This design comes from an exercise in tuning for small area and a short achievable clock period on the open sky130 flow, not from production work. Where RTL was checked, it was by simulation tests only, not by an equivalence proof against the original. Function not checked in run 6: the RTL went through the layout flow alone. No activity file was given, so power comes from the tool's default toggle rates.

===== flow/flow/run.sh =====
#!/bin/bash
export CUSTOM_ABC_SCRIPT=$PWD/flow/abc.script
bash standard.sh ADDER_MAP_FILE= "BUFFER_PORTS_ARGS=-buffer_cell sky130_fd_sc_hd__buf_4" SYNTH_SCRIPT=$PWD/flow/synth_custom.tcl finish > standard.log 2>&1

===== flow/flow/abc.script =====
&get -n
&st
&dch
&nf
&put
buffer -c
topo
stime -c
upsize -c
dnsize -c

===== flow/flow/synth_custom.tcl =====
# The standard synthesis script (synth_recipe.tcl), with one change:
# the ABC mapping step uses flow/abc.script in place of ORFS's speed script.
# Registers are mapped before ABC runs, so they are the same as the
# standard synthesis's.
proc synth {args} { yosys synth -nofsm -noshare {*}$args }
proc abc {args} {
  set i [lsearch -exact $args -script]
  if {$i >= 0} { lset args [expr {$i + 1}] $::env(CUSTOM_ABC_SCRIPT) }
  yosys abc {*}$args
}
source $::env(SCRIPTS_DIR)/synth.tcl
# left out here: clear keep_hierarchy, flatten, clean up, hide names made inside functions, write 1_2_yosys.v

===== flow/standard.sh =====
#!/bin/bash
# synth_recipe.tcl (not shown) runs the flow's synth.tcl, then flattens the netlist and writes it again
# the make line also repeats each setting of config.mk as NAME=value (left out here)
make -C /OpenROAD-flow-scripts/flow DESIGN_CONFIG=/design/flow/config.mk WORK_HOME=/design/flow/orfs CLKGATE_MAP_FILE= SYNTH_SCRIPT=/design/flow/synth_recipe.tcl "${@:-finish}"

===== flow/config.mk =====
export PLATFORM = sky130hd
export DESIGN_NAME = cpu_top
export DESIGN_NICKNAME = cpu_top
export VERILOG_FILES = /design/flow/design.v
export SDC_FILE = /design/flow/constraint.sdc
export NUM_CORES = 4
export LEC_CHECK = 0
export CAP_MARGIN = 20
export CORE_MARGIN = 2
export CORE_UTILIZATION = 40
export CTS_BUF_LIST = sky130_fd_sc_hd__clkbuf_4 sky130_fd_sc_hd__clkbuf_8
export SETUP_SLACK_MARGIN = 2.2
export SLEW_MARGIN = 20

===== flow/constraint.sdc =====
create_clock -name core_clock -period 5.5 [get_ports {clk}]
set_input_delay 1.1000 -clock core_clock [delete_from_list [all_inputs] [get_ports {clk}]]
set_output_delay 1.1000 -clock core_clock [all_outputs]
set_load 0.01 [all_outputs]

===== flow/design.v =====
`default_nettype none
package cpu_pkg;
	localparam int word_width = 16;
	localparam int reg_count = 4;
	localparam int reg_addr_width = 2;
	localparam int dmem_depth = 16;
	localparam int dmem_addr_width = 4;
	localparam logic [3:0] op_adi = 4'd4;
	localparam logic [3:0] op_ori = 4'd5;
	localparam logic [3:0] op_lhi = 4'd6;
	localparam logic [3:0] op_lwd = 4'd7;
	localparam logic [3:0] op_swd = 4'd8;
	localparam logic [3:0] op_rtype = 4'd15;
	localparam logic [5:0] fn_add = 6'd0;
	localparam logic [5:0] fn_sub = 6'd1;
	localparam logic [5:0] fn_and = 6'd2;
	localparam logic [5:0] fn_orr = 6'd3;
	localparam logic [5:0] fn_not = 6'd4;
	localparam logic [5:0] fn_tcp = 6'd5;
	localparam logic [5:0] fn_shl = 6'd6;
	localparam logic [5:0] fn_shr = 6'd7;
	localparam logic [5:0] fn_wwd = 6'd28;
	localparam logic [5:0] fn_hlt = 6'd29;
	typedef struct packed {
		logic inv;
		logic imm_lo;
		logic imm_sx;
		logic imm_hi;
		logic s_sum;
		logic s_or;
		logic s_and;
		logic s_shr;
		logic s_mem;
		logic wr;
		logic sw;
		logic wwd;
		logic hlt;
	} ctrl_t;
endpackage
`default_nettype wire
`default_nettype none
module control (
	input  logic              [15:0] inst,
	input  logic                     ex_wr,
	input  logic              [1:0]  ex_dest,
	output cpu_pkg::ctrl_t           ctrl,
	output logic              [1:0]  dest,
	output logic              [3:0]  rs_oh,
	output logic              [3:0]  rt_oh,
	output logic                     fwd_a,
	output logic                     fwd_b
);
	logic [1:0] rs;
	logic [1:0] rt;
	logic       a_use;
	logic       b_use;
	logic [1:0] b_reg;
	logic       a_hit;
	logic       b_hit;
	assign rs = inst[11:10];
	assign rt = inst[9:8];
	always_comb begin
		ctrl = '0;
		a_use = 1'b1;
		b_use = 1'b0;
		b_reg = rt;
		case (inst[15:12])
			cpu_pkg::op_adi: begin
				ctrl.imm_lo = 1'b1;
				ctrl.imm_sx = 1'b1;
				ctrl.s_sum = 1'b1;
				ctrl.wr = 1'b1;
			end
			cpu_pkg::op_ori: begin
				ctrl.imm_lo = 1'b1;
				ctrl.s_or = 1'b1;
				ctrl.wr = 1'b1;
			end
			cpu_pkg::op_lhi: begin
				ctrl.imm_hi = 1'b1;
				ctrl.s_sum = 1'b1;
				ctrl.wr = 1'b1;
				a_use = 1'b0;
			end
			cpu_pkg::op_lwd: begin
				ctrl.s_mem = 1'b1;
				ctrl.wr = 1'b1;
			end
			cpu_pkg::op_swd: begin
				ctrl.sw = 1'b1;
				b_use = 1'b1;
			end
			cpu_pkg::op_rtype: begin
				b_use = 1'b1;
				ctrl.wr = 1'b1;
				case (inst[5:0])
					cpu_pkg::fn_add: ctrl.s_sum = 1'b1;
					cpu_pkg::fn_sub: begin
						ctrl.inv = 1'b1;
						ctrl.s_sum = 1'b1;
					end
					cpu_pkg::fn_and: ctrl.s_and = 1'b1;
					cpu_pkg::fn_orr: ctrl.s_or = 1'b1;
					cpu_pkg::fn_not: begin
						ctrl.inv = 1'b1;
						ctrl.s_or = 1'b1;
						a_use = 1'b0;
						b_reg = rs;
					end
					cpu_pkg::fn_tcp: begin
						ctrl.inv = 1'b1;
						ctrl.s_sum = 1'b1;
						a_use = 1'b0;
						b_reg = rs;
					end
					cpu_pkg::fn_shl: begin
						ctrl.s_sum = 1'b1;
						b_reg = rs;
					end
					cpu_pkg::fn_shr: ctrl.s_shr = 1'b1;
					cpu_pkg::fn_wwd: begin
						ctrl.wr = 1'b0;
						ctrl.wwd = 1'b1;
						ctrl.s_sum = 1'b1;
						b_use = 1'b0;
					end
					cpu_pkg::fn_hlt: begin
						ctrl.wr = 1'b0;
						ctrl.hlt = 1'b1;
						a_use = 1'b0;
						b_use = 1'b0;
					end
					default: begin
						ctrl.wr = 1'b0;
						a_use = 1'b0;
						b_use = 1'b0;
					end
				endcase
			end
			default: begin
				a_use = 1'b0;
			end
		endcase
	end
	assign a_hit = ex_wr && ex_dest == rs;
	assign b_hit = ex_wr && ex_dest == b_reg;
	assign fwd_a = a_use && a_hit;
	assign fwd_b = b_use && b_hit;
	assign rs_oh = (a_use && !a_hit) ? (4'b0001 << rs) : 4'b0000;
	assign rt_oh = (b_use && !b_hit) ? (4'b0001 << b_reg) : 4'b0000;
	assign dest = (inst[15:12] == cpu_pkg::op_rtype) ? inst[7:6] : inst[9:8];
endmodule
`default_nettype wire
`default_nettype none
module reg_file (
	input  logic        clk,
	input  logic        rst,
	input  logic [3:0]  rs_oh,
	input  logic [3:0]  rt_oh,
	input  logic        fwd_a,
	input  logic        fwd_b,
	input  logic [15:0] imm,
	input  logic [1:0]  dec_rs,
	input  logic [3:0]  dec_off,
	output logic [3:0]  dec_addr,
	output logic [15:0] rs_data,
	output logic [15:0] rt_data,
	input  logic        we,
	input  logic [1:0]  wr_addr,
	input  logic [15:0] wr_data
);
	logic [15:0] regs [4];
	always_ff @(posedge clk) begin
		for (int i = 0; i < 4; i++) begin
			if (rst || (we && wr_addr == 2'(i))) begin
				regs[i] <= rst ? '0 : wr_data;
			end
		end
	end
	logic [3:0] dec_rs_low;
	assign dec_rs_low = (we && wr_addr == dec_rs) ? wr_data[3:0] : regs[dec_rs][3:0];
	assign dec_addr = dec_rs_low + dec_off;
	always_comb begin
		rs_data = {16{fwd_a}} & wr_data;
		rt_data = ({16{fwd_b}} & wr_data) | imm;
		for (int i = 0; i < 4; i++) begin
			rs_data = rs_data | ({16{rs_oh[i]}} & regs[i]);
			rt_data = rt_data | ({16{rt_oh[i]}} & regs[i]);
		end
	end
endmodule
`default_nettype wire
`default_nettype none
module id_ex_reg (
	input  logic                     clk,
	input  logic                     rst,
	input  logic                     inst_valid,
	input  logic              [15:0] inst,
	input  cpu_pkg::ctrl_t           dec_ctrl,
	input  logic              [1:0]  dec_dest,
	input  logic              [3:0]  dec_rs_oh,
	input  logic              [3:0]  dec_rt_oh,
	input  logic                     dec_fwd_a,
	input  logic                     dec_fwd_b,
	input  logic              [3:0]  dec_addr,
	output cpu_pkg::ctrl_t           ex_ctrl,
	output logic              [3:0]  ex_rs_oh,
	output logic              [3:0]  ex_rt_oh,
	output logic                     ex_fwd_a,
	output logic                     ex_fwd_b,
	output logic              [1:0]  ex_dest,
	output logic              [7:0]  ex_imm8,
	output logic              [3:0]  ex_addr
);
	always_ff @(posedge clk) begin
		if (rst || !inst_valid) begin
			ex_ctrl <= '0;
		end else begin
			ex_ctrl <= dec_ctrl;
		end
	end
	always_ff @(posedge clk) begin
		ex_rs_oh <= dec_rs_oh;
		ex_rt_oh <= dec_rt_oh;
		ex_fwd_a <= dec_fwd_a;
		ex_fwd_b <= dec_fwd_b;
		ex_dest <= dec_dest;
		ex_imm8 <= inst[7:0];
		ex_addr <= dec_addr;
	end
endmodule
`default_nettype wire
`default_nettype none
module execute_stage (
	input  logic                     clk,
	input  logic                     rst,
	input  cpu_pkg::ctrl_t           ex_ctrl,
	input  logic              [1:0]  ex_dest,
	input  logic              [7:0]  ex_imm8,
	input  logic              [15:0] a,
	input  logic              [15:0] b,
	input  logic                     fwd_a,
	input  logic              [3:0]  ex_addr,
	output logic              [15:0] imm,
	output logic                     ex_wr,
	output logic                     wb_valid,
	output logic              [1:0]  wb_reg,
	output logic              [15:0] wb_data,
	output logic                     out_valid,
	output logic              [15:0] out_data,
	output logic                     halted
);
	logic        halted_q;
	logic        wb_valid_q;
	logic        out_valid_q;
	logic [1:0]  wb_reg_q;
	logic [15:0] wb_data_q;
	logic        live;
	logic [15:0] bx;
	logic [16:0] sum_c;
	logic [15:0] sum;
	logic [3:0]  mem_addr;
	logic [15:0] mem_rdata;
	logic [15:0] result;
	logic [15:0] dmem [16];
	assign live = !halted_q;
	assign imm[7:0] = ex_ctrl.imm_lo ? ex_imm8 : 8'd0;
	assign imm[15:8] = ex_ctrl.imm_hi ? ex_imm8 : {8{ex_ctrl.imm_sx && ex_imm8[7]}};
	assign bx = ex_ctrl.inv ? ~b : b;
	assign sum_c = {a, 1'b1} + {bx, ex_ctrl.inv};
	assign sum = sum_c[16:1];
	assign mem_addr = fwd_a ? (wb_data_q[3:0] + ex_imm8[3:0]) : ex_addr;
	assign mem_rdata = dmem[mem_addr];
	assign result = ({16{ex_ctrl.s_sum}} & sum) |
		({16{ex_ctrl.s_or}} & (a | bx)) |
		({16{ex_ctrl.s_and}} & (a & b)) |
		({16{ex_ctrl.s_shr}} & {a[15], a[15:1]}) |
		({16{ex_ctrl.s_mem}} & mem_rdata);
	assign ex_wr = live && ex_ctrl.wr;
	always_ff @(posedge clk) begin
		for (int i = 0; i < 16; i++) begin
			if (rst || (live && ex_ctrl.sw && mem_addr == 4'(i))) begin
				dmem[i] <= rst ? '0 : b;
			end
		end
	end
	always_ff @(posedge clk) begin
		if (rst) begin
			wb_valid_q <= 1'b0;
			out_valid_q <= 1'b0;
			halted_q <= 1'b0;
		end else begin
			wb_valid_q <= ex_wr;
			out_valid_q <= live && ex_ctrl.wwd;
			halted_q <= halted_q || (live && ex_ctrl.hlt);
		end
	end
	always_ff @(posedge clk) begin
		wb_reg_q <= ex_dest;
		wb_data_q <= result;
	end
	assign wb_valid = wb_valid_q;
	assign wb_reg = wb_reg_q;
	assign wb_data = wb_data_q;
	assign out_valid = out_valid_q;
	assign out_data = wb_data_q;
	assign halted = halted_q;
endmodule
`default_nettype wire
`default_nettype none
module cpu_top (
	input  logic                               clk,
	input  logic                               rst,
	input  logic                               inst_valid,
	input  logic [cpu_pkg::word_width-1:0]     inst,
	output logic                               wb_valid,
	output logic [cpu_pkg::reg_addr_width-1:0] wb_reg,
	output logic [cpu_pkg::word_width-1:0]     wb_data,
	output logic                               out_valid,
	output logic [cpu_pkg::word_width-1:0]     out_data,
	output logic                               halted
);
	cpu_pkg::ctrl_t dec_ctrl;
	logic [1:0]  dec_dest;
	cpu_pkg::ctrl_t ex_ctrl;
	logic [3:0]  ex_rs_oh;
	logic [3:0]  ex_rt_oh;
	logic [1:0]  ex_dest;
	logic [7:0]  ex_imm8;
	logic [15:0] a;
	logic [15:0] b;
	logic        ex_wr;
	logic [3:0]  dec_addr;
	logic [3:0]  ex_addr;
	logic        dec_fwd_a;
	logic        dec_fwd_b;
	logic        ex_fwd_a;
	logic        ex_fwd_b;
	logic [15:0] imm;
	logic [3:0]  dec_rs_oh;
	logic [3:0]  dec_rt_oh;
	control u_control (
		.inst (inst),
		.ex_wr (ex_wr),
		.ex_dest (ex_dest),
		.fwd_a (dec_fwd_a),
		.fwd_b (dec_fwd_b),
		.ctrl (dec_ctrl),
		.dest (dec_dest),
		.rs_oh (dec_rs_oh),
		.rt_oh (dec_rt_oh)
	);
	id_ex_reg u_id_ex_reg (
		.clk        (clk),
		.rst        (rst),
		.inst_valid (inst_valid),
		.inst       (inst),
		.dec_ctrl   (dec_ctrl),
		.dec_dest   (dec_dest),
		.dec_rs_oh  (dec_rs_oh),
		.dec_rt_oh  (dec_rt_oh),
		.dec_fwd_a  (dec_fwd_a),
		.dec_fwd_b  (dec_fwd_b),
		.dec_addr   (dec_addr),
		.ex_addr    (ex_addr),
		.ex_fwd_a   (ex_fwd_a),
		.ex_fwd_b   (ex_fwd_b),
		.ex_ctrl    (ex_ctrl),
		.ex_rs_oh   (ex_rs_oh),
		.ex_rt_oh   (ex_rt_oh),
		.ex_dest    (ex_dest),
		.ex_imm8    (ex_imm8)
	);
	reg_file u_reg_file (
		.clk     (clk),
		.rst     (rst),
		.rs_oh   (ex_rs_oh),
		.rt_oh   (ex_rt_oh),
		.imm     (imm),
		.dec_rs  (inst[11:10]),
		.dec_off (inst[3:0]),
		.dec_addr (dec_addr),
		.fwd_a   (ex_fwd_a),
		.fwd_b   (ex_fwd_b),
		.rs_data (a),
		.rt_data (b),
		.we      (wb_valid),
		.wr_addr (wb_reg),
		.wr_data (wb_data)
	);
	execute_stage u_execute_stage (
		.clk       (clk),
		.rst       (rst),
		.ex_ctrl   (ex_ctrl),
		.ex_dest   (ex_dest),
		.ex_imm8   (ex_imm8),
		.a         (a),
		.b         (b),
		.fwd_a     (ex_fwd_a),
		.ex_addr   (ex_addr),
		.imm       (imm),
		.ex_wr     (ex_wr),
		.wb_valid  (wb_valid),
		.wb_reg    (wb_reg),
		.wb_data   (wb_data),
		.out_valid (out_valid),
		.out_data  (out_data),
		.halted    (halted)
	);
endmodule
`default_nettype wire

==> results of run 1 <==
-- how the worst min path moves through the flow --
stage,to,cells past startpoint
6_report,u_execute_stage.wb_reg_q[0],0
3_3_place_gp,u_execute_stage.wb_reg_q[0],0
4_1_cts,u_execute_stage.wb_reg_q[0],0
3_5_place_dp,u_execute_stage.wb_reg_q[0],0
2_1_floorplan,u_execute_stage.wb_reg_q[0],0
5_1_grt,u_execute_stage.wb_reg_q[0],0
-- routing by layer --
metal  routed length [um]  vias up  global-route usage
met3                 4310       73              0.0466
met4                 1460        0              0.0771
met1                20400     5640               0.322
li1                     -     4892                   -
met5                    0        -                   0
met2                22200      594               0.358
-- kinds of logic after synthesis --
kind of cell / count (synthesis) / share of synthesized area
AOI/OAI and AO/OA: 314 / 0.152
xor gates and xnor gates: 51 / 0.0322
adders and majority gates: 6 / 0.00374
buffers and inverters: 98 / 0.0292
DFF: 378 / 0.670
muxes: 11 / 0.00732
and+or+nand+nor: 329 / 0.105
-- flip-flops by register name, summed over array words and instances, names as in the netlist --
signal and flops:
u_id_ex_reg.ex_ctrl 13, u_execute_stage.wb_data_q 16, u_id_ex_reg.ex_fwd_b 1, u_execute_stage.dmem 256, u_id_ex_reg.ex_dest 2, u_execute_stage.halted_q 1, u_execute_stage.wb_reg_q 2, u_id_ex_reg.ex_imm8 8
u_id_ex_reg.ex_addr 4, u_id_ex_reg.ex_rs_oh 4, u_execute_stage.wb_valid_q 1, u_id_ex_reg.ex_fwd_a 1, u_reg_file.regs 64, u_id_ex_reg.ex_rt_oh 4, u_execute_stage.out_valid_q 1
-- metrics by stage --
stage	instances	utilization	hold WS [ns]	power [mW]
after floorplan	1187	-	0.374	3.67
after global placement	1694	0.425	0.389	3.90
after detailed placement	1694	0.425	0.391	3.91
after CTS	1813	0.460	0.372	6.43
after global routing	1827	0.465	0.402	6.63
final	1828	0.465	0.380	6.42
-- cell type report --
cell class / instances / area, um^2
Multi-Input combinational cell: 711 / 5070
Clock buffer: 82 / 1030
Timing Repair Buffer: 84 / 634
Antenna cell: 1 / 2.50
Sequential cell: 378 / 10800
Clock inverter: 33 / 259
Tap cell: 525 / 657
Inverter: 14 / 52.6
Fill cell: 3513 / 21200
-- placed cells by master (no fill, tap or decap), types with 6 or more instances in the layout --
master | Yosys | final
a31oi_1 | 11 | 11
xnor2_2 | 7 | 7
nor2_1 | 50 | 42
nor2b_1 | 23 | 22
dfxtp_1 | 58 | 49
nor2_2 | 1 | 9
nand4_1 | 28 | 28
edfxtp_1 | 320 | 320
clkbuf_4 | 0 | 16
clkbuf_8 | 0 | 66
buf_4 | 17 | 83
clkinv_2 | 0 | 12
dfxtp_2 | 0 | 8
nor3b_1 | 6 | 6
maj3_1 | 6 | 6
a211o_1 | 10 | 10
xnor2_1 | 31 | 31
nand3_1 | 38 | 38
o21a_1 | 6 | 6
clkinv_1 | 1 | 13
a22oi_1 | 86 | 86
and3_1 | 21 | 14
nor3_1 | 18 | 15
a21oi_1 | 28 | 19
o21ai_1 | 7 | 7
a221oi_1 | 9 | 8
o21ai_0 | 25 | 24
nand2_1 | 102 | 102
o221ai_1 | 6 | 6
a21o_1 | 24 | 23
xor2_1 | 12 | 10
a31o_2 | 7 | 7
inv_1 | 12 | 12
mux2_2 | 6 | 6
a222oi_1 | 66 | 66
a21oi_2 | 0 | 8
-- worst reg2reg max path, delay by kind of cell, from the launching register on --
kind / cells / cell delay, ns
flip-flops: 1 / 0.42
AO/OA/AOI/OAI: 3 / 1.18
AND/OR/NAND/NOR: 4 / 0.77
multiplexers: 1 / 0.35
XOR/XNOR: 2 / 0.37
-- where the power goes --
group          internal, mW  total (mW)  leakage (nW)  switching [mW]
registers              3.23        3.29          3.78          0.0665
logic                 0.181       0.595          2.15           0.414
clock network          1.38        2.53         0.684            1.15
total                  4.78        6.42          6.61            1.63
-- repair_timing --
| item | 4_1_cts | 5_1_grt |
|---|---|---|
| resized for setup | 20 | 23 |
| setup buffers | 4 | 13 |
| pin swaps | 6 | 18 |
| setup endpoints to repair | 160 | 64 |
==> key figures, run 1 <==
Synthesis
  – Area leader, netlist: edfxtp_1
  – Cells after Synth: around 1.2k
  – Synth Warn #: 6
  – Most common cell in the synthesized netlist: edfxtp_1
  – Synth area leaders: edfxtp_1 (60%), dfxtp_1 (7.2%), a222oi_1 (4.1%)
  – Commonest cells in the netlist: edfxtp_1 (320), nand2_1 (102), a22oi_1 (86)
  – Net Count, Synth: around 1.2k
  – Post-synth EDFFs: between 300 and 400
  – Ys flop type: edfxtp_1
  – Post-Syn Area per Cell: 13.5 um^2
  – Synth top area share: 0.598
  – Sequential area share after synthesis: 0.670
  – Post-synth cell types: between 70 and 80
  – Fraction of registers with async set/reset: 0
  – Synth Register Bits: about 380
  – Post-Syn Area: about 16000 um^2

Drt
  – Drt total wl: about 48000 um
  – Via count: about 11k
  – Antenna-violating nets left: 0
  – Post-DR vias/cell: between 6 and 7
  – Wire per inst: around 26 um
  – DR DRC count: 0
  – DRT iter0 DRCs: between 1.5k and 2k
  – TritonRoute pass-1 iters: 7

Flow run
  – Max-cap violations: 0

Placed design
  – Post-Place Cell Area: 16900 um^2
  – PortBufs: between 50 and 60
  – Dpl ws: approximately 1.6 ns
  – HPWL after DPL: 31100 um
  – Final GP Congestion: between 0.9 and 1

Worst setup path
  – Critical path's top delay family: compound AO/OA/AOI/OAI gates
  – CP Launch Type: register
  – CP arrival: about 3.8 ns
  – CP max-delay cell: a222oi_1
  – Critical path startpoint: u_id_ex_reg.ex_imm8[1]
  – Setup slack on the worst flop-to-flop path: roughly 2.3 ns
  – Crit end category: register
  – WP buf/inv: 0
  – Reg-to-Reg Start: u_id_ex_reg.ex_imm8[1]
  – CP max FO: 17
  – Worst reg2reg path depth: 10
  – Critical path class: reg2reg
  – CP Data Required Time: 6.03 ns
  – CP endpoint: u_execute_stage.wb_data_q[10]
  – CP Cell Sequence: xor2_1 > xnor2_1 > mux2_2 > nor2_1 > and3_4 > a222oi_1 > nand3_1 > o31ai_4 > nand3_1 > a21o_1
  – Critical path's largest stage delay: a little over 0.7 ns
  – Critical path's most frequent cell: nand3_1
  – FF-to-FF End: u_execute_stage.wb_data_q[10]
  – WP depth: 10

Finish
  – Fin area: about 18000 um^2
  – Nets: between 1k and 1.5k
  – Layout area overhead: 15.0%
  – Layout cells sized above 1: 0.214

Timing
  – Setup ws final: 2.27 ns
  – Final TNS setup: 0 ns
  – Post-route minimum period: 3.23 ns
  – Relative slew slack: 0.200
  – Final Hold Vio Count: 0
  – Final setup fails: 0
  – Period utilization: 0.586
  – Final Max Tran Viols: 0
  – Slew @ Worst Pin: about 1.2 ns
  – Maximum clock frequency: between 300 and 400 MHz
  – Clock Skews: between 0.05 and 0.06 ns
  – Unrepaired setup endpoints after global routing: no

Clocking
  – Hold-fix buffers at CTS: 0
  – CTS tree: yes
  – Latest clock arrival within the worst-skew pair: about 0.7 ns
  – CTS sink cnt: 378
  – Clock-pin transition on the worst setup and hold timing paths: 0.06 ns
  – H-tree levels: 2
  – Root Driver: clkbuf_8
  – Clk buf depth: 3
  – CTS Buf Count: 61

GRT
  – Largest net degree at the start of global routing: 57
  – Total gr overflow: 0
  – Initial antenna violation count: 0
  – First-pass GRT wire length: approximately 71000 um
  – GRT Util Overall: 0.230
  – Vias in the first global route: between 10k and 15k

Floorplan
  – Boundary Pins: 56
  – CORE AREA: about 40000 um^2
  – Die Y: around 200 um
  – Die area: around 42000 um^2
  – Starting density of the core: 0.405
  – Die W: a little over 200 um
  – Row cnt: between 70 and 80

Power and ir drop
  – Power per cell area: between 300 and 400 nW/um^2
  – Max VDD drop: between 0.15 and 0.2 mV
  – Lkg Pwr: roughly 6.6 nW

Hold path
  – Worst Hold Class: reg2reg
  – Worst hold start: u_id_ex_reg.ex_dest[0]

Status
  – Status: finished clean
==> inputs of run 2 (changes only) <==
--- a/flow/config.mk
+++ b/flow/config.mk
@@ -7,7 +7,10 @@
 export LEC_CHECK = 0
 export CAP_MARGIN = 20
 export CORE_MARGIN = 2
-export CORE_UTILIZATION = 40
-export CTS_BUF_LIST = sky130_fd_sc_hd__clkbuf_4 sky130_fd_sc_hd__clkbuf_8
+export CORE_UTILIZATION = 65
+export CTS_BUF_LIST = sky130_fd_sc_hd__clkbuf_8
+export CTS_CLUSTER_DIAMETER = 50
+export CTS_CLUSTER_SIZE = 20
+export PLACE_DENSITY = 0.75
 export SETUP_SLACK_MARGIN = 2.2
 export SLEW_MARGIN = 20
==> key figures, run 2 <==
Finish
  – Most common cell after layout, fill and taps aside: edfxtp_1
  – Largest register FFs: approximately 260
  – Largest registers: u_execute_stage.dmem: 256 flops, u_reg_file.regs: 64 flops, u_execute_stage.wb_data_q: 16 flops
  – Layout cells sized above 1: 0.177
  – Biggest register: u_execute_stage.dmem
  – Nets: ~1.2k
  – N_diodes: 0
  – Fillcell total: approximately 1.7k
  – Layout area overhead: 8.89%
  – Most frequent cells in the layout: edfxtp_1 (320), nand2_1 (102), a22oi_1 (86), buf_4 (73), a222oi_1 (66)

Worst setup path
  – FF-to-FF End: u_execute_stage.wb_data_q[9]
  – CP Data Required Time: about 6.0 ns
  – CP arrival: 3.82 ns
  – Crit end category: register
  – CP Launch Type: register
  – Critical path class: reg2reg
  – Worst reg2reg path depth: 9
  – Reg-to-Reg Start: u_execute_stage.wb_data_q[0]
  – Setup slack on the worst flop-to-flop path: 2.17 ns
  – CP max FO: 17

Power and ir drop
  – Lkg Pwr: between 6 and 7 nW
  – Flop pwr share: 0.592
  – Comb power frac: 0.103
  – Power per cell area: 317 nW/um^2
  – Switching share of power: 0.271
  – Max VDD drop: roughly 0.27 mV
  – Clock group share of total power: 0.305
  – Sw Pwr: approximately 1.5 mW
  – Cell Int Power: 4.05 mW

Placed design
  – HPWL after DPL: between 20000 and 30000 um
  – PortBufs: 55
  – Dpl ws: approximately 1.8 ns
  – Final GP Congestion: between 0.9 and 1

Clocking
  – Hold-fix buffers at CTS: 0
  – Root Driver: clkbuf_8
  – CTS sink cnt: 378
  – H-tree levels: 1
  – CTS Buf Count: 31
  – Latest clock arrival within the worst-skew pair: about 0.66 ns
  – CTS tree: yes
  – Clock-pin transition on the worst setup and hold timing paths: roughly 0.11 ns
  – Clk buf depth: 3

Timing
  – Final Hold Vio Count: 0
  – Setup ws final: ~2.2 ns
  – Final TNS setup: 0 ns
  – Clock Skews: roughly 0.043 ns
  – Relative slew slack: 0.237
  – Unrepaired setup endpoints after global routing: yes
  – Post-route minimum period: roughly 3.3 ns
  – Slew @ Worst Pin: between 1 and 1.5 ns
  – Period utilization: 0.606
  – Final setup fails: 0
  – Maximum clock frequency: roughly 300 MHz
  – Final Max Tran Viols: 0

Drt
  – DR DRC count: 0
  – TritonRoute pass-1 iters: 9
  – Post-DR vias/cell: slightly above 7
  – Antenna-violating nets left: 0
  – Via count: 11.2k
  – Drt total wl: approximately 44000 um
  – Wire per inst: 28.0 um
  – DRT iter0 DRCs: around 2.3k

Synthesis
  – Post-Syn Area: around 16000 um^2
  – Synth Register Bits: 378
  – Most common cell in the synthesized netlist: edfxtp_1
  – Ys flop type: edfxtp_1
  – Sequential area share after synthesis: 0.670
  – Post-Syn Area per Cell: approximately 14 um^2
  – Cells after Synth: 1187
  – Post-synth EDFFs: 320
  – Net Count, Synth: roughly 1.2k
  – Synth Warn #: 6
  – Fraction of registers with async set/reset: 0
  – Post-synth cell types: approximately 70
  – Synth area leaders: edfxtp_1 (60%), dfxtp_1 (7.2%), a222oi_1 (4.1%)
  – Synth top area share: 0.598
  – Area leader, netlist: edfxtp_1
  – Commonest cells in the netlist: edfxtp_1 (320), nand2_1 (102), a22oi_1 (86)

Floorplan
  – Boundary Pins: 56
  – Die area: 26000 um^2
  – Row cnt: 57
  – Starting density of the core: 0.661
  – Die Y: about 160 um
  – Die W: about 160 um
  – CORE AREA: ~24000 um^2

GRT
  – Initial antenna violation count: 0
  – First-pass GRT wire length: around 63000 um
  – Total gr overflow: 0
  – Vias in the first global route: between 10k and 15k
  – Largest net degree at the start of global routing: 57
  – GRT Util Overall: 0.331

Hold path
  – Hold Path Stages: 0
  – Worst hold start: u_id_ex_reg.ex_dest[1]
  – Worst Hold Class: reg2reg
  – Worst Hold End: u_execute_stage.wb_reg_q[1]

Status
  – Status: finished clean

Flow run
  – Max-cap violations: 0
run 2: cell families after synthesis:
family,after synthesis,synth area share
flops,378,0.670
simple gates,329,0.105
compound gates,314,0.152
buf+inv,98,0.0292
xor+xnor,51,0.0322
mux,11,0.00732
fa+ha+maj,6,0.00374
run 2: routing by layer:
metal  wire [um]  GRT usage  vias up
li1            -          -     4791
met1       16900      0.502     5477
met2       20100      0.508      797
met3        5260     0.0534       97
met4        1320     0.0901        0
met5           0          0        -
run 2: metrics by stage:
| step | power, mW | cell area (um^2) | hold WS (ns) | utilization | std cells |
|---|---|---|---|---|---|
| after floorplan | 3.67 | 16100 | 0.374 | - | 1187 |
| after global placement | 3.87 | 16600 | 0.384 | 0.682 | 1489 |
| after detailed placement | 3.89 | 16600 | 0.386 | 0.683 | 1489 |
| after CTS | 5.54 | 17400 | 0.400 | 0.715 | 1551 |
| after global routing | 5.71 | 17500 | 0.404 | 0.720 | 1558 |
| final | 5.56 | 17500 | 0.397 | 0.720 | 1558 |
run 2: critical path, cell delays in order, from the launching register on:
cell       delay [ns]
dfxtp_2          0.47
nand2_1          0.13
o211ai_1         0.25
a31oi_1          0.13
a22o_2           0.40
and3_4           0.32
a222oi_1         0.63
nand4_1          0.34
o221ai_1         0.30
o2111ai_1        0.17
run 2: cell type report:
| class | instances | area, um^2 | share of cell area |
|---|---|---|---|
| Timing Repair Buffer | 73 | 548 | 0.0313 |
| Tap cell | 324 | 405 | 0.0232 |
| Multi-Input combinational cell | 711 | 5000 | 0.286 |
| Clock buffer | 31 | 427 | 0.0244 |
| Sequential cell | 378 | 10800 | 0.616 |
| Inverter | 14 | 52.6 | 0.00300 |
| Clock inverter | 27 | 279 | 0.0159 |
run 2: repair_timing:
action | 4_1_cts | 5_1_grt
setup endpoints to repair | 176 | 61
pin swaps | 6 | 13
buffers inserted | 4 | 7
cloned | 0 | 0
endpoints found under the hold margin | 0 | 0
gates resized for setup | 16 | 22
run 2: power by group through the flow:
stage | combinational, mW | clock [mW] | sequential [mW]
after floorplan | 0.352 | 0 | 3.32
after global placement | 0.526 | 0 | 3.35
after detailed placement | 0.537 | 0 | 3.35
after CTS | 0.548 | 1.70 | 3.28
after global routing | 0.599 | 1.81 | 3.30
final | 0.571 | 1.69 | 3.29
run 2: worst max-delay path by stage:
stage | end | slack (ns) | depth (start not counted) | start
3_5_place_dp | u_execute_stage.wb_data_q[13] | 1.78 | 9 | u_id_ex_reg.ex_fwd_a
2_1_floorplan | u_id_ex_reg.ex_rt_oh[3] | 2.50 | 8 | inst[12]
6_report | u_execute_stage.wb_data_q[9] | 2.17 | 9 | u_execute_stage.wb_data_q[0]
4_1_cts | u_execute_stage.wb_data_q[13] | 2.15 | 10 | u_execute_stage.wb_data_q[0]
5_1_grt | u_execute_stage.wb_data_q[14] | 2.16 | 10 | u_id_ex_reg.ex_rt_oh[0]
3_3_place_gp | u_execute_stage.wb_data_q[9] | 1.88 | 7 | u_id_ex_reg.ex_fwd_a
==> inputs of run 3 (changes only) <==
==> flow/flow/abc.script (replaced) <==
&get -n
&st
&dch
&nf -R 20
&put
buffer -c
topo
stime -c
upsize -c
dnsize -c
==> key figures, run 3 <==
Power and ir drop
  – Max VDD drop: around 0.32 mV
  – Lkg Pwr: roughly 6.3 nW
  – Power per cell area: 329 nW/um^2
  – Tot Pwr: between 5 and 6 mW

Hold path
  – Worst hold start: u_id_ex_reg.ex_dest[1]
  – Worst Hold Class: reg2reg

Synthesis
  – Area leader, netlist: edfxtp_1
  – Ys flop type: edfxtp_1
  – Synth area leaders: edfxtp_1 (61%), dfxtp_1 (7.4%), a222oi_1 (4.3%)
  – Post-Syn Area: between 15000 and 20000 um^2
  – Net Count, Synth: 1187
  – Synth Register Bits: 378
  – Synth Warn #: 6
  – Cells after Synth: 1168
  – Most common cell in the synthesized netlist: edfxtp_1
  – Commonest cells in the netlist: edfxtp_1 (320), nand2_1 (107), a22oi_1 (85)
  – Post-Syn Area per Cell: roughly 14 um^2
  – Synth top area share: 0.609
  – Post-synth cell types: between 60 and 70
  – Sequential area share after synthesis: 0.683
  – Fraction of registers with async set/reset: 0
  – Post-synth EDFFs: 320

Clocking
  – H-tree levels: 2
  – Clk buf depth: 3
  – Clock-pin transition on the worst setup and hold timing paths: roughly 0.10 ns
  – CTS sink cnt: approximately 380
  – CTS Buf Count: 36
  – Latest clock arrival within the worst-skew pair: roughly 0.57 ns
  – Root Driver: clkbuf_8
  – CTS tree: yes

Floorplan
  – CORE AREA: approximately 24000 um^2
  – Die W: 160 um
  – Die Y: between 150 and 200 um
  – Starting density of the core: 0.654
  – Die area: between 20000 and 30000 um^2
  – Boundary Pins: 56
  – Row cnt: between 50 and 60

GRT
  – Vias in the first global route: 10.2k
  – First-pass GRT wire length: approximately 60000 um
  – GRT Util Overall: 0.309
  – Largest net degree at the start of global routing: 57
  – Initial antenna violation count: 0
  – Total gr overflow: 0

Finish
  – Largest registers: u_execute_stage.dmem: 256 flops, u_reg_file.regs: 64 flops, u_execute_stage.wb_data_q: 16 flops
  – Layout area overhead: 10.2%
  – Nets: about 1.2k
  – N_diodes: 0
  – Largest register FFs: between 200 and 300
  – Layout cells sized above 1: 0.172
  – Final core utilization: 0.722
  – Most common cell after layout, fill and taps aside: edfxtp_1
  – Most frequent cells in the layout: edfxtp_1 (320), nand2_1 (107), buf_4 (88), a22oi_1 (85), a222oi_1 (68)
  – Biggest register: u_execute_stage.dmem

Timing
  – Period utilization: 0.595
  – Final setup fails: 0
  – Slew @ Worst Pin: between 1 and 1.5 ns
  – Final Hold Vio Count: 0
  – Relative slew slack: 0.271
  – Clock Skews: roughly 0.045 ns
  – Final TNS setup: 0 ns
  – Post-route minimum period: about 3.3 ns
  – Maximum clock frequency: slightly above 300 MHz
  – Unrepaired setup endpoints after global routing: yes
  – Final Max Tran Viols: 0
  – Setup ws final: approximately 2.2 ns

Drt
  – DR DRC count: 0
  – Antenna-violating nets left: 0
  – Via count: between 10k and 15k
  – Drt total wl: 39800 um
  – Post-DR vias/cell: approximately 6.9
  – DRT iter0 DRCs: 2043
  – Wire per inst: approximately 25 um
  – TritonRoute pass-1 iters: 10

Worst setup path
  – Critical path class: reg2reg
  – CP max FO: 16
  – CP Data Required Time: around 5.9 ns
  – Crit end category: register
  – CP arrival: 3.68 ns
  – CP Launch Type: register
  – Critical path startpoint: u_id_ex_reg.ex_rt_oh[3]
  – Reg-to-Reg Start: u_id_ex_reg.ex_rt_oh[3]

Placed design
  – Final GP Congestion: ~0.95
  – Dpl ws: between 1.5 and 2 ns
  – PortBufs: 55
  – HPWL after DPL: between 20000 and 30000 um

Flow run
  – Max-cap violations: 0

Status
  – Status: finished clean
## run 3: cell types whose count changed in the layout (fill, tap and decap cells not counted), moves of 5 or more
cell	before	now
and3_4	6	0
nor3_1	16	10
or2_2	1	12
a221oi_1	9	16
a21oi_2	7	0
a21o_1	23	16
nand3_1	38	30
nor2_1	42	52
a21oi_1	20	32
clkbuf_8	31	38
nand4_1	28	20
nand2_1	102	107
nor4_2	6	0
buf_4	73	88
## run 3: where the power goes
group | internal (mW) | switching [mW]
clock | 0.885 | 1.04
combinational | 0.171 | 0.352
sequential | 3.22 | 0.0655
total | 4.27 | 1.46
## run 3: area by class of cell
type / count / area [um^2]
Inverter: 16 / 63.8
Sequential cell: 378 / 10800
Clock inverter: 25 / 315
Timing Repair Buffer: 88 / 661
Clock buffer: 38 / 523
Fill cell: 1654 / 6710
Multi-Input combinational cell: 694 / 4630
Tap cell: 324 / 405
## run 3: kinds of logic after synthesis
kind of cell    share of synthesized area
compound gates                      0.153
xor+xnor                           0.0299
fa+ha+maj                         0.00254
buf+inv                            0.0290
flops                               0.683
mux                               0.00468
simple gates                       0.0981
## run 3: per-layer routing
| layer | vias up | track usage | part of all wire |
|---|---|---|---|
| met4 | 0 | 0.0938 | 0.025 |
| met2 | 713 | 0.465 | 0.45 |
| met5 | - | 0 | 0 |
| li1 | 4722 | - | - |
| met1 | 5295 | 0.468 | 0.40 |
| met3 | 81 | 0.0527 | 0.12 |
## run 3: path summary, 6_finish.rpt
kind                                         to  slack (ns)  cells past startpoint
setup / recovery  u_execute_stage.wb_data_q[14]        2.23                     13
hold / removal      u_execute_stage.wb_reg_q[1]        0.40                      0
setup reg to reg  u_execute_stage.wb_data_q[14]        2.23                     13
hold reg to reg     u_execute_stage.wb_reg_q[1]        0.40                      0
## run 3: what timing repair did
item	CTS	global route
resized for setup	10	21
endpoints found under the setup margin	183	155
pin swaps	3	4
hold buffers	0	0
setup buffers	7	4
## run 3: worst max-delay path, stage by stage, from the launching register on
cell and delay [ns]:
dfxtp_2 0.61, a222oi_1 0.16, buf_4 0.19, and3_1 0.21
o21a_1 0.20, maj3_1 0.38, o21bai_2 0.23, a31oi_1 0.20
or2_1 0.19, o21a_1 0.21, nor3_1 0.09, nor2_1 0.15
xor2_1 0.23, o21ai_1 0.08
## run 3: per-stage QoR
| stage | std cells | hold WS, ns | cell area (um^2) |
|---|---|---|---|
| floorplan | 1168 | 0.374 | 15800 |
| global placement | 1487 | 0.383 | 16300 |
| detailed placement | 1487 | 0.385 | 16400 |
| CTS | 1557 | 0.399 | 17300 |
| global route | 1563 | 0.405 | 17400 |
| finish | 1563 | 0.398 | 17400 |
==> inputs of run 4 (changes only) <==
==> flow/flow/abc.script (replaced) <==
&get -n
&st
&dch
&nf
&put
buffer -c
topo
stime -c
upsize -c
dnsize -c
--- a/flow/config.mk
+++ b/flow/config.mk
@@ -12,5 +12,5 @@
 export CTS_CLUSTER_DIAMETER = 50
 export CTS_CLUSTER_SIZE = 20
 export PLACE_DENSITY = 0.75
-export SETUP_SLACK_MARGIN = 2.2
+export SETUP_SLACK_MARGIN = 2.5
 export SLEW_MARGIN = 20
==> key figures, run 4 <==
Power and ir drop
  – Comb power frac: 0.116
  – Power per cell area: just over 300 nW/um^2
  – Max VDD drop: approximately 0.27 mV
  – Flop pwr share: 0.582
  – Sw Pwr: between 1.5 and 2 mW
  – Clock group share of total power: 0.302
  – Lkg Pwr: approximately 6.6 nW
  – Cell Int Power: around 4 mW
  – Switching share of power: 0.274

Floorplan
  – Row cnt: between 50 and 60
  – Boundary Pins: 56
  – Starting density of the core: 0.661
  – CORE AREA: 24300 um^2
  – Die Y: 161 um
  – Die W: approximately 160 um
  – Die area: ~26000 um^2

Worst setup path
  – Critical path's largest stage delay: roughly 0.60 ns
  – CP Cell Sequence: xor2_1 > a31oi_1 > a22o_4 > clkbuf_4 > and3_4 > a222oi_1 > nand4_1 > o221ai_2 > o2111ai_1
  – WP buf/inv: 1
  – CP Launch Type: register
  – CP arrival: 3.65 ns
  – CP Data Required Time: 6.00 ns
  – Critical path's top delay family: compound AO/OA/AOI/OAI gates
  – Crit end category: register
  – CP max-delay cell: a222oi_1
  – CP max FO: 7
  – Critical path class: reg2reg

Drt
  – DRT iter0 DRCs: 2258
  – TritonRoute pass-1 iters: 10
  – Post-DR vias/cell: 7.19
  – Via count: ~12k
  – Wire per inst: approximately 28 um
  – DR DRC count: 0
  – Drt total wl: approximately 45000 um
  – Antenna-violating nets left: 0

Synthesis
  – Synth Area in Adders: 0.00374
  – Net Count, Synth: ~1.2k
  – Ys flop type: edfxtp_1
  – Main combinational cell family by area after synthesis: compound AO/OA/AOI/OAI gates
  – Synth Register Bits: between 300 and 400
  – Xor/xnor cell area share of the yosys netlist: 0.0322
  – Area leader, netlist: edfxtp_1
  – Most common cell in the synthesized netlist: edfxtp_1
  – Sequential area share after synthesis: 0.670
  – Post-Syn Area per Cell: 13.5 um^2
  – Mux cell area share after synthesis: 0.00732
  – Synth top area share: 0.598
  – Commonest cells in the netlist: edfxtp_1 (320), nand2_1 (102), a22oi_1 (86)
  – Fraction of registers with async set/reset: 0
  – Compound-gate portion of the synthesized area: 0.152
  – Post-Syn Area: about 16000 um^2
  – Synth area leaders: edfxtp_1 (60%), dfxtp_1 (7.2%), a222oi_1 (4.1%)
  – Simple-gate share of the synthesized area: 0.105
  – Post-synth cell types: 71
  – Synth Warn #: 6
  – Cells after Synth: roughly 1.2k
  – Post-synth EDFFs: 320

Finish
  – N_diodes: 0
  – Layout area overhead: 13.1%
  – Most common cell after layout, fill and taps aside: edfxtp_1
  – Largest register FFs: between 200 and 300
  – Most frequent cells in the layout: edfxtp_1 (320), buf_4 (127), nand2_1 (101), a22oi_1 (81), a222oi_1 (66)
  – Layout cells sized above 1: 0.241
  – Fillcell total: around 1.6k
  – Largest registers: u_execute_stage.dmem: 256 flops, u_reg_file.regs: 64 flops, u_execute_stage.wb_data_q: 16 flops
  – Nets: ~1.3k
  – Fin area: between 15000 and 20000 um^2
  – Biggest register: u_execute_stage.dmem

Timing
  – Clock Skews: a little under 0.05 ns
  – Maximum clock frequency: between 300 and 400 MHz
  – Final Hold Vio Count: 0
  – Final setup fails: 0
  – Final Max Tran Viols: 0
  – Relative slew slack: 0.231
  – Period utilization: 0.572
  – Unrepaired setup endpoints after global routing: yes
  – Post-route minimum period: 3.15 ns
  – Slew @ Worst Pin: roughly 1.2 ns
  – Final TNS setup: 0 ns

Placed design
  – Post-Place Cell Area: about 17000 um^2
  – HPWL after DPL: approximately 29000 um
  – Final GP Congestion: around 0.94
  – PortBufs: between 50 and 60

GRT
  – Initial antenna violation count: 1
  – Vias in the first global route: just over 10k
  – First-pass GRT wire length: about 64000 um
  – Largest net degree at the start of global routing: between 50 and 60
  – GRT Util Overall: 0.333
  – Total gr overflow: 0

Clocking
  – Clock-pin transition on the worst setup and hold timing paths: roughly 0.11 ns
  – H-tree levels: 1
  – CTS sink cnt: roughly 380
  – Root Driver: clkbuf_8
  – CTS Buf Count: 31
  – CTS tree: yes
  – Latest clock arrival within the worst-skew pair: ~0.67 ns
  – Clk buf depth: 3

Flow run
  – Max-cap violations: 0

Hold path
  – Worst Hold Class: reg2reg

Status
  – Status: finished clean
## run 4: changes by cell type after synthesis, moves of 6 or more
cell,delta
nor2_1,-14
or2_2,-11
a21o_1,+8
nand3_1,+8
nand4_1,+8
nor3_1,+8
a221oi_1,-7
nor4_2,+6
## run 4: timing repair
item / 4_1_cts / 5_1_grt
gates resized for setup: 55 / 41
hold buffers: 0 / 0
gates cloned: 0 / 1
buffers inserted: 15 / 54
pin swaps: 19 / 48
endpoints found under the setup margin: 272 / 61
## run 4: cells by family (layout without fill, tap and decap cells)
group / after synthesis / after routing
flip-flops: 378 / 378
AND/OR/NAND/NOR: 329 / 329
AO/OA/AOI/OAI: 314 / 314
buffers and inverters: 98 / 203
XOR/XNOR: 51 / 51
multiplexers: 11 / 12
adder cells (fa/ha/maj): 6 / 6
## run 4: path summary, 6_finish.rpt
path	startpoint	to	cells past startpoint	slack, ns
worst max register to register	u_execute_stage.wb_data_q[3]	u_execute_stage.wb_data_q[9]	9	2.35
worst min register to register	u_id_ex_reg.ex_dest[1]	u_execute_stage.wb_reg_q[1]	0	0.40
worst min-delay path	u_id_ex_reg.ex_dest[1]	u_execute_stage.wb_reg_q[1]	0	0.40
worst max-delay path	u_execute_stage.wb_data_q[3]	u_execute_stage.wb_data_q[9]	9	2.35
## run 4: layer usage
metal,vias to the layer above,part of all wire,GRT usage
met4,2,0.032,0.0897
met1,5662,0.38,0.507
met2,921,0.46,0.515
met3,120,0.12,0.0478
li1,4919,-,-
met5,-,0.00029,0
## run 4: worst register-to-register path, stage by stage (launching register included)
cell       delay [ns]
dfxtp_2          0.45
xor2_1           0.32
a31oi_1          0.18
a22o_4           0.27
clkbuf_4         0.18
and3_4           0.22
a222oi_1         0.60
nand4_1          0.35
o221ai_2         0.28
o2111ai_1        0.15
## run 4: area by class of cell
cell class / count / area [um^2] / area share
Sequential cell: 378 / 10800 / 0.596
Multi-Input combinational cell: 712 / 5200 / 0.286
Timing Repair Buffer: 131 / 991 / 0.0545
Clock buffer: 31 / 427 / 0.0235
Tap cell: 324 / 405 / 0.0223
Clock inverter: 27 / 279 / 0.0153
Inverter: 14 / 52.6 / 0.00289
## run 4: power groups by stage
stage / Clock, mW / Sequential (mW) / Combinational, mW
5_1_grt: 1.81 / 3.29 / 0.680
3_3_place_gp: 0 / 3.35 / 0.526
2_1_floorplan: 0 / 3.32 / 0.352
4_1_cts: 1.70 / 3.28 / 0.564
3_5_place_dp: 0 / 3.35 / 0.537
6_report: 1.70 / 3.29 / 0.656
## run 4: through the flow
stage	std cells	utilization	hold slack [ns]	power (mW)	worst slack [ns]
floorplan	1187	-	0.374	3.67	2.50
global placement	1489	0.682	0.384	3.87	1.88
detailed placement	1489	0.683	0.386	3.89	1.78
CTS	1562	0.723	0.400	5.55	2.47
global route	1617	0.748	0.404	5.78	2.32
finish	1617	0.748	0.397	5.64	2.35
==> inputs of run 5 (changes only) <==
==> flow/flow/abc.script (replaced) <==
&get -n
&st
&dch
&nf -R 20
&put
buffer -c
topo
stime -c
upsize -c
dnsize -c
--- a/flow/config.mk
+++ b/flow/config.mk
@@ -9,8 +9,8 @@
 export CORE_MARGIN = 2
 export CORE_UTILIZATION = 65
 export CTS_BUF_LIST = sky130_fd_sc_hd__clkbuf_8
-export CTS_CLUSTER_DIAMETER = 50
-export CTS_CLUSTER_SIZE = 20
+export CTS_CLUSTER_DIAMETER = 40
+export CTS_CLUSTER_SIZE = 16
 export PLACE_DENSITY = 0.75
 export SETUP_SLACK_MARGIN = 2.5
 export SLEW_MARGIN = 20
==> key figures, run 5 <==
Finish
  – Largest register FFs: approximately 260
  – Layout area overhead: 14.3%
  – Fin area: about 18000 um^2
  – Most common cell after layout, fill and taps aside: edfxtp_1
  – Nets: between 1k and 1.5k
  – Biggest register: u_execute_stage.dmem
  – Largest registers: u_execute_stage.dmem: 256 flops, u_reg_file.regs: 64 flops, u_execute_stage.wb_data_q: 16 flops
  – Most frequent cells in the layout: edfxtp_1 (320), buf_4 (108), nand2_1 (103), a22oi_1 (85), a222oi_1 (68)
  – Layout cells sized above 1: 0.228
  – N_diodes: 0

Synthesis
  – Commonest cells in the netlist: edfxtp_1 (320), nand2_1 (107), a22oi_1 (85)
  – Ys flop type: edfxtp_1
  – Synth Warn #: 6
  – Post-synth cell types: 64
  – Synth top area share: 0.609
  – Most common cell in the synthesized netlist: edfxtp_1
  – Area leader, netlist: edfxtp_1
  – Fraction of registers with async set/reset: 0
  – Synth area leaders: edfxtp_1 (61%), dfxtp_1 (7.4%), a222oi_1 (4.3%)
  – Post-synth EDFFs: 320
  – Synth Register Bits: ~380
  – Net Count, Synth: ~1.2k
  – Cells after Synth: roughly 1.2k
  – Sequential area share after synthesis: 0.683
  – Post-Syn Area: 15800 um^2
  – Post-Syn Area per Cell: around 14 um^2

Flow run
  – Max-cap violations: 0

Worst setup path
  – Critical path class: reg2reg
  – FF-to-FF End: u_execute_stage.wb_data_q[10]
  – Setup slack on the worst flop-to-flop path: 2.42 ns
  – CP endpoint: u_execute_stage.wb_data_q[10]
  – Reg-to-Reg Start: u_id_ex_reg.ex_fwd_a
  – CP Launch Type: register
  – Critical path startpoint: u_id_ex_reg.ex_fwd_a
  – CP arrival: between 3 and 4 ns
  – CP Data Required Time: a little under 6 ns
  – CP max FO: 21
  – Crit end category: register
  – Worst reg2reg path depth: 11

GRT
  – Vias in the first global route: approximately 10k
  – Largest net degree at the start of global routing: 57
  – First-pass GRT wire length: 60500 um
  – Initial antenna violation count: 0
  – GRT Util Overall: 0.312
  – Total gr overflow: 0

Power and ir drop
  – Lkg Pwr: roughly 6.5 nW
  – Max VDD drop: roughly 0.26 mV
  – Power per cell area: 330 nW/um^2

Placed design
  – Final GP Congestion: between 0.9 and 1
  – Post-Place Cell Area: 16400 um^2
  – PortBufs: 55
  – HPWL after DPL: around 26000 um

Timing
  – Slew @ Worst Pin: 1.09 ns
  – Maximum clock frequency: 325 MHz
  – Final setup fails: 0
  – Final Max Tran Viols: 0
  – Hold slack: 0.395 ns
  – Unrepaired setup endpoints after global routing: yes
  – Period utilization: 0.559
  – Post-route minimum period: approximately 3 ns
  – Clock Skews: 0.0230 ns
  – Relative slew slack: 0.268
  – Final TNS setup: 0 ns
  – Final Hold Vio Count: 0

Clocking
  – Clk buf depth: 3
  – CTS Buf Count: between 40 and 50
  – Hold-fix buffers at CTS: 0
  – Clock-pin transition on the worst setup and hold timing paths: around 0.080 ns
  – CTS sink cnt: about 380
  – CTS tree: yes
  – Latest clock arrival within the worst-skew pair: roughly 0.57 ns
  – H-tree levels: 2
  – Root Driver: clkbuf_8

Drt
  – DR DRC count: 0
  – Wire per inst: 25.4 um
  – Antenna-violating nets left: 0
  – Drt total wl: 40800 um
  – Post-DR vias/cell: between 6 and 7
  – Via count: 11.2k
  – TritonRoute pass-1 iters: 9
  – DRT iter0 DRCs: around 2k

Floorplan
  – Row cnt: 57
  – Die area: 25500 um^2
  – Boundary Pins: between 50 and 60
  – CORE AREA: between 20000 and 25000 um^2
  – Starting density of the core: 0.654
  – Die Y: 160 um
  – Die W: ~160 um

Status
  – Status: finished clean

Hold path
  – Worst Hold Class: reg2reg
-- run 5: changes by cell type after synthesis, moves of 5 or more --
cell	before	now
a21o_1	24	16
a221oi_1	9	16
nand2_1	102	107
nand3_1	38	30
nand4_1	28	20
nor2_1	50	64
nor3_1	18	10
nor4_2	6	0
or2_2	1	12
xnor2_2	7	2
-- run 5: cell families (layout without fill, tap and decap cells) --
| group | after synthesis | in the layout | share of synthesized area |
|---|---|---|---|
| flops | 378 | 378 | 0.683 |
| xor+xnor | 50 | 50 | 0.0299 |
| mux | 7 | 7 | 0.00468 |
| compound gates | 313 | 313 | 0.153 |
| simple gates | 320 | 320 | 0.0981 |
| fa+ha+maj | 4 | 4 | 0.00254 |
| buf+inv | 96 | 209 | 0.0290 |
-- run 5: metrics by stage --
stage               total power, mW  utilization  worst slack [ns]  std cells
finish                         5.95        0.748              2.42       1605
global route                   6.11        0.748              2.33       1605
CTS                            5.90        0.728              2.48       1574
detailed placement             3.84        0.679              1.76       1487
global placement               3.83        0.678              1.77       1487
floorplan                      3.65            -              2.50       1168
-- run 5: layer usage --
layer	up-vias	track usage	part of all wire
met4	0	0.0876	0.027
met5	-	0	0
met2	792	0.468	0.45
li1	4805	-	-
met1	5482	0.472	0.40
met3	83	0.0634	0.12
-- run 5: worst max-delay path: stages (launching register included) --
cell and delay [ns]:
dfxtp_4 0.56, inv_1 0.18, a31o_2 0.27, o2bb2ai_4 0.24
nand2b_4 0.24, nor2_2 0.11, buf_4 0.22, a22oi_1 0.27
nand4_1 0.18, a211o_1 0.31, a222oi_1 0.29, nand3_1 0.11
-- run 5: how the worst min path moves through the flow --
stage / end / start / cells after the start / slack (ns)
after floorplan: u_execute_stage.wb_reg_q[0] / u_id_ex_reg.ex_dest[0] / 0 / 0.37
after global placement: u_execute_stage.wb_reg_q[0] / u_id_ex_reg.ex_dest[0] / 0 / 0.38
after detailed placement: u_execute_stage.wb_reg_q[1] / u_id_ex_reg.ex_dest[1] / 0 / 0.39
after CTS: u_execute_stage.wb_reg_q[1] / u_id_ex_reg.ex_dest[1] / 0 / 0.40
after global routing: u_execute_stage.wb_reg_q[1] / u_id_ex_reg.ex_dest[1] / 0 / 0.40
final: u_execute_stage.wb_reg_q[1] / u_id_ex_reg.ex_dest[1] / 0 / 0.39
-- run 5: timing repair --
action,in CTS,in global routing
endpoints found under the setup margin,272,122
pin swaps,10,44
gates resized for setup,48,54
buffers inserted,11,31
-- run 5: final cells by class --
cell class | count | area [um^2]
clock inverter | 30 | 317
tap | 324 | 405
fill | 1561 | 6070
multi-input combinational | 694 | 4850
timing repair buffer | 117 | 938
sequential | 378 | 10800
inverter | 16 | 63.8
clock buffer | 46 | 633
-- run 5: power breakdown --
group	switching, mW	internal, mW
registers	0.0653	3.22
logic	0.382	0.201
clock network	1.04	1.04
==> inputs of run 6 (changes only) <==
--- a/flow/design.v
+++ b/flow/design.v
@@ -162,7 +162,8 @@
 	input  logic [15:0] imm,
 	input  logic [1:0]  dec_rs,
 	input  logic [3:0]  dec_off,
-	output logic [3:0]  dec_addr,
+	input  logic        dec_fwd_a,
+	output logic [15:0] dec_line,
 	output logic [15:0] rs_data,
 	output logic [15:0] rt_data,
 	input  logic        we,
@@ -178,8 +179,10 @@
 		end
 	end
 	logic [3:0] dec_rs_low;
+	logic [3:0] dec_addr;
 	assign dec_rs_low = (we && wr_addr == dec_rs) ? wr_data[3:0] : regs[dec_rs][3:0];
 	assign dec_addr = dec_rs_low + dec_off;
+	assign dec_line = dec_fwd_a ? 16'd0 : (16'd1 << dec_addr);
 	always_comb begin
 		rs_data = {16{fwd_a}} & wr_data;
 		rt_data = ({16{fwd_b}} & wr_data) | imm;
@@ -202,7 +205,7 @@
 	input  logic              [3:0]  dec_rt_oh,
 	input  logic                     dec_fwd_a,
 	input  logic                     dec_fwd_b,
-	input  logic              [3:0]  dec_addr,
+	input  logic              [15:0] dec_line,
 	output cpu_pkg::ctrl_t           ex_ctrl,
 	output logic              [3:0]  ex_rs_oh,
 	output logic              [3:0]  ex_rt_oh,
@@ -210,7 +213,7 @@
 	output logic                     ex_fwd_b,
 	output logic              [1:0]  ex_dest,
 	output logic              [7:0]  ex_imm8,
-	output logic              [3:0]  ex_addr
+	output logic              [15:0] ex_line
 );
 	always_ff @(posedge clk) begin
 		if (rst || !inst_valid) begin
@@ -226,7 +229,7 @@
 		ex_fwd_b <= dec_fwd_b;
 		ex_dest <= dec_dest;
 		ex_imm8 <= inst[7:0];
-		ex_addr <= dec_addr;
+		ex_line <= dec_line;
 	end
 endmodule
 `default_nettype wire
@@ -240,7 +243,7 @@
 	input  logic              [15:0] a,
 	input  logic              [15:0] b,
 	input  logic                     fwd_a,
-	input  logic              [3:0]  ex_addr,
+	input  logic              [15:0] ex_line,
 	output logic              [15:0] imm,
 	output logic                     ex_wr,
 	output logic                     wb_valid,
@@ -259,8 +262,9 @@
 	logic [15:0] bx;
 	logic [16:0] sum_c;
 	logic [15:0] sum;
-	logic [3:0]  mem_addr;
 	logic [15:0] mem_rdata;
+	logic [3:0]  fwd_addr;
+	logic [15:0] line;
 	logic [15:0] result;
 	logic [15:0] dmem [16];
 	assign live = !halted_q;
@@ -269,8 +273,14 @@
 	assign bx = ex_ctrl.inv ? ~b : b;
 	assign sum_c = {a, 1'b1} + {bx, ex_ctrl.inv};
 	assign sum = sum_c[16:1];
-	assign mem_addr = fwd_a ? (wb_data_q[3:0] + ex_imm8[3:0]) : ex_addr;
-	assign mem_rdata = dmem[mem_addr];
+	assign fwd_addr = wb_data_q[3:0] + ex_imm8[3:0];
+	assign line = ex_line | (fwd_a ? (16'd1 << fwd_addr) : 16'd0);
+	always_comb begin
+		mem_rdata = '0;
+		for (int i = 0; i < 16; i++) begin
+			mem_rdata = mem_rdata | ({16{line[i]}} & dmem[i]);
+		end
+	end
 	assign result = ({16{ex_ctrl.s_sum}} & sum) |
 		({16{ex_ctrl.s_or}} & (a | bx)) |
 		({16{ex_ctrl.s_and}} & (a & b)) |
@@ -279,7 +289,7 @@
 	assign ex_wr = live && ex_ctrl.wr;
 	always_ff @(posedge clk) begin
 		for (int i = 0; i < 16; i++) begin
-			if (rst || (live && ex_ctrl.sw && mem_addr == 4'(i))) begin
+			if (rst || (live && ex_ctrl.sw && line[i])) begin
 				dmem[i] <= rst ? '0 : b;
 			end
 		end
@@ -330,8 +340,8 @@
 	logic [15:0] a;
 	logic [15:0] b;
 	logic        ex_wr;
-	logic [3:0]  dec_addr;
-	logic [3:0]  ex_addr;
+	logic [15:0] dec_line;
+	logic [15:0] ex_line;
 	logic        dec_fwd_a;
 	logic        dec_fwd_b;
 	logic        ex_fwd_a;
@@ -361,8 +371,8 @@
 		.dec_rt_oh  (dec_rt_oh),
 		.dec_fwd_a  (dec_fwd_a),
 		.dec_fwd_b  (dec_fwd_b),
-		.dec_addr   (dec_addr),
-		.ex_addr    (ex_addr),
+		.dec_line   (dec_line),
+		.ex_line    (ex_line),
 		.ex_fwd_a   (ex_fwd_a),
 		.ex_fwd_b   (ex_fwd_b),
 		.ex_ctrl    (ex_ctrl),
@@ -379,7 +389,8 @@
 		.imm     (imm),
 		.dec_rs  (inst[11:10]),
 		.dec_off (inst[3:0]),
-		.dec_addr (dec_addr),
+		.dec_fwd_a (dec_fwd_a),
+		.dec_line (dec_line),
 		.fwd_a   (ex_fwd_a),
 		.fwd_b   (ex_fwd_b),
 		.rs_data (a),
@@ -397,7 +408,7 @@
 		.a         (a),
 		.b         (b),
 		.fwd_a     (ex_fwd_a),
-		.ex_addr   (ex_addr),
+		.ex_line   (ex_line),
 		.imm       (imm),
 		.ex_wr     (ex_wr),
 		.wb_valid  (wb_valid),
==> flow/flow/abc.script (replaced) <==
&get -n
&st
&dch
&nf
&put
buffer -c
topo
stime -c
upsize -c
dnsize -c
--- a/flow/config.mk
+++ b/flow/config.mk
@@ -8,9 +8,7 @@
 export CAP_MARGIN = 20
 export CORE_MARGIN = 2
 export CORE_UTILIZATION = 65
-export CTS_BUF_LIST = sky130_fd_sc_hd__clkbuf_8
-export CTS_CLUSTER_DIAMETER = 40
-export CTS_CLUSTER_SIZE = 16
+export CTS_BUF_LIST = sky130_fd_sc_hd__clkbuf_4 sky130_fd_sc_hd__clkbuf_8
 export PLACE_DENSITY = 0.75
-export SETUP_SLACK_MARGIN = 2.5
+export SETUP_SLACK_MARGIN = 2.2
 export SLEW_MARGIN = 20
==> key figures, run 6 <==
Worst setup path
  – Reg-to-Reg Start: u_execute_stage.wb_data_q[1]
  – Critical path startpoint: u_execute_stage.wb_data_q[1]
  – CP max-delay cell: a31o_2
  – Critical path's largest stage delay: about 0.45 ns
  – CP Launch Type: register
  – Critical path class: reg2reg
  – CP Data Required Time: ~6 ns
  – CP max FO: 17
  – CP arrival: 3.75 ns
  – CP Cell Sequence: xnor2_2 > o21ai_2 > maj3_2 > xnor2_2 > a31o_2 > a22o_1 > a221oi_1 > nand4_1 > o21ai_0 > nand4_1
  – Crit end category: register

Power and ir drop
  – Tot Pwr: approximately 6.3 mW
  – Power per cell area: ~350 nW/um^2
  – Lkg Pwr: a little under 7 nW
  – Max VDD drop: between 0.2 and 0.25 mV

GRT
  – Vias in the first global route: 11.1k
  – GRT Util Overall: 0.328
  – Total gr overflow: 0
  – First-pass GRT wire length: between 60000 and 70000 um
  – Initial antenna violation count: 0
  – Largest net degree at the start of global routing: 57

Timing
  – Slew @ Worst Pin: roughly 1.0 ns
  – Unrepaired setup endpoints after global routing: yes
  – Maximum clock frequency: ~300 MHz
  – Clock Skews: ~0.035 ns
  – Post-route minimum period: around 3.3 ns
  – Period utilization: 0.597
  – Relative slew slack: 0.303
  – Final Max Tran Viols: 0
  – Final Hold Vio Count: 0
  – Final TNS setup: 0 ns
  – Final setup fails: 0

Floorplan
  – CORE AREA: 24500 um^2
  – Row cnt: 57
  – Starting density of the core: 0.665
  – Die Y: approximately 160 um
  – Boundary Pins: 56
  – Die area: between 20000 and 30000 um^2
  – Die W: roughly 160 um

Finish
  – Nets: 1272
  – Fin cells: roughly 1.6k
  – Biggest register: u_execute_stage.dmem
  – Fillcell total: 1583
  – Most frequent cells in the layout: edfxtp_1 (320), nand2_1 (103), a222oi_1 (90), buf_4 (77), clkbuf_8 (70)
  – Largest register FFs: around 260
  – N_diodes: 0
  – Layout area overhead: 12.2%
  – Most common cell after layout, fill and taps aside: edfxtp_1
  – Layout cells sized above 1: 0.208
  – Largest registers: u_execute_stage.dmem: 256 flops, u_reg_file.regs: 64 flops

Placed design
  – Placed cell count: between 1.5k and 2k
  – HPWL after DPL: 27800 um
  – Final GP Congestion: 0.931
  – PortBufs: 55

Synthesis
  – Synth top area share: 0.590
  – Commonest cells in the netlist: edfxtp_1 (320), nand2_1 (103), a222oi_1 (90)
  – Synth Register Bits: 390
  – Net Count, Synth: roughly 1.2k
  – Post-synth EDFFs: 320
  – Post-Syn Area: about 16000 um^2
  – Post-synth cell types: a little over 70
  – Cells after Synth: ~1.2k
  – Sequential area share after synthesis: 0.677
  – Synth Warn #: 6
  – Synth area leaders: edfxtp_1 (59%), dfxtp_1 (8.6%), a222oi_1 (5.5%)
  – Ys flop type: edfxtp_1
  – Area leader, netlist: edfxtp_1
  – Most common cell in the synthesized netlist: edfxtp_1
  – Post-Syn Area per Cell: 13.6 um^2
  – Fraction of registers with async set/reset: 0

Clocking
  – Clk buf depth: 3
  – Hold-fix buffers at CTS: 0
  – Clock-pin transition on the worst setup and hold timing paths: ~0.070 ns
  – H-tree levels: 2
  – Root Driver: clkbuf_8
  – CTS Buf Count: 59
  – Latest clock arrival within the worst-skew pair: a little over 0.6 ns
  – CTS tree: yes
  – CTS sink cnt: approximately 400

Hold path
  – Worst hold start: u_id_ex_reg.ex_dest[1]
  – Worst Hold Class: reg2reg

Status
  – Status: finished clean

Drt
  – DRT iter0 DRCs: roughly 2.1k
  – Post-DR vias/cell: roughly 7.0
  – Via count: between 10k and 15k
  – Drt total wl: around 43000 um
  – Antenna-violating nets left: 0
  – DR DRC count: 0
  – Wire per inst: 26.4 um
  – TritonRoute pass-1 iters: 7

Flow run
  – Max-cap violations: 0
run 6: layout make-up:
cell class	count	area [um^2]	share of cell area
clock buffers	87	1090	0.0598
clock inverters	20	159	0.00870
inverters	12	45.0	0.00247
multi-input cells	713	4950	0.271
flip-flops and latches	390	11000	0.604
well taps	324	405	0.0222
repair buffers	77	578	0.0317
run 6: logic make-up after synthesis:
family,synth area share
AO/OA/AOI/OAI,0.158
AND/OR/NAND/NOR,0.0993
XOR/XNOR,0.0298
flip-flops,0.677
multiplexers,0.00523
adder cells (fa/ha/maj),0.00261
buffers and inverters,0.0288
run 6: final timing paths:
check | end | depth (start not counted) | slack (ns)
hold / removal | u_execute_stage.wb_reg_q[1] | 0 | 0.40
setup / recovery | u_execute_stage.wb_data_q[0] | 10 | 2.22
hold reg to reg | u_execute_stage.wb_reg_q[1] | 0 | 0.40
setup reg to reg | u_execute_stage.wb_data_q[0] | 10 | 2.22
run 6: routing by layer:
metal	up-vias	share of wire	track usage
li1	4928	-	-
met1	5486	0.39	0.465
met2	811	0.45	0.489
met3	116	0.13	0.0843
met4	0	0.037	0.140
met5	-	0	0
run 6: critical path, delay by kind of cell (launching register included):
kind | cells | cell delay (ns)
xor+xnor | 2 | 0.52
fa+ha+maj | 1 | 0.37
compound gates | 5 | 1.47
simple gates | 2 | 0.39
flops | 1 | 0.38
run 6: per-stage QoR:
step	utilization	area, um^2	hold slack, ns	setup WS (ns)
after floorplan	-	16300	0.374	2.21
after global placement	0.685	16800	0.388	2.04
after detailed placement	0.685	16800	0.392	1.96
after CTS	0.740	18100	0.402	2.14
after global routing	0.746	18300	0.414	2.12
final	0.746	18300	0.403	2.22
run 6: where the power goes:
part	leakage, nW	switching (mW)	internal, mW	total [mW]
Combinational	2.21	0.341	0.156	0.497
Sequential	3.88	0.0711	3.32	3.39
Clock	0.664	1.09	1.37	2.46
Total	6.75	1.51	4.84	6.35
run 6: repair_timing:
item	in CTS	in global routing
resized for setup	27	28
setup endpoints to repair	272	219
pin swaps	9	8
buffers inserted	5	7
cloned	0	0

[re-timing with driven ports]
Ports are ideal in the flow. The routed layouts listed here were re-timed in OpenROAD. Step 1: set_driving_cell puts a clkbuf_16 on clk and a buf_2 on each other input, an assumption about the parent block. Step 2 adds t to the input delays and takes it off the output delays; t is the mean of the earliest and latest rising clock arrival at the registers after step 1. Input paths then give back, and output paths get back, about the clock's delay inside the block. a / b / c = ideal / step 1 / step 2; a / b = the first two.
run	t, ns	setup WS [ns]	worst setup path at the end
run 1	0.704	2.275 / 2.275 / 2.152	input to register
run 2	0.684	2.167 / 2.167 / 2.167	register to register
run 3	0.595	2.228 / 2.228 / 2.215	input to register
run 4	0.688	2.353 / 2.353 / 2.153	input to register
run 5	0.603	2.424 / 2.424 / 2.181	input to register
run 6	0.643	2.217 / 2.217 / 1.962	input to register
After both steps every run listed still meets setup and hold. For run 6, which loses most, drivers alone change the setup slack by 0.000 ns; drivers and shift together by -0.255 ns.
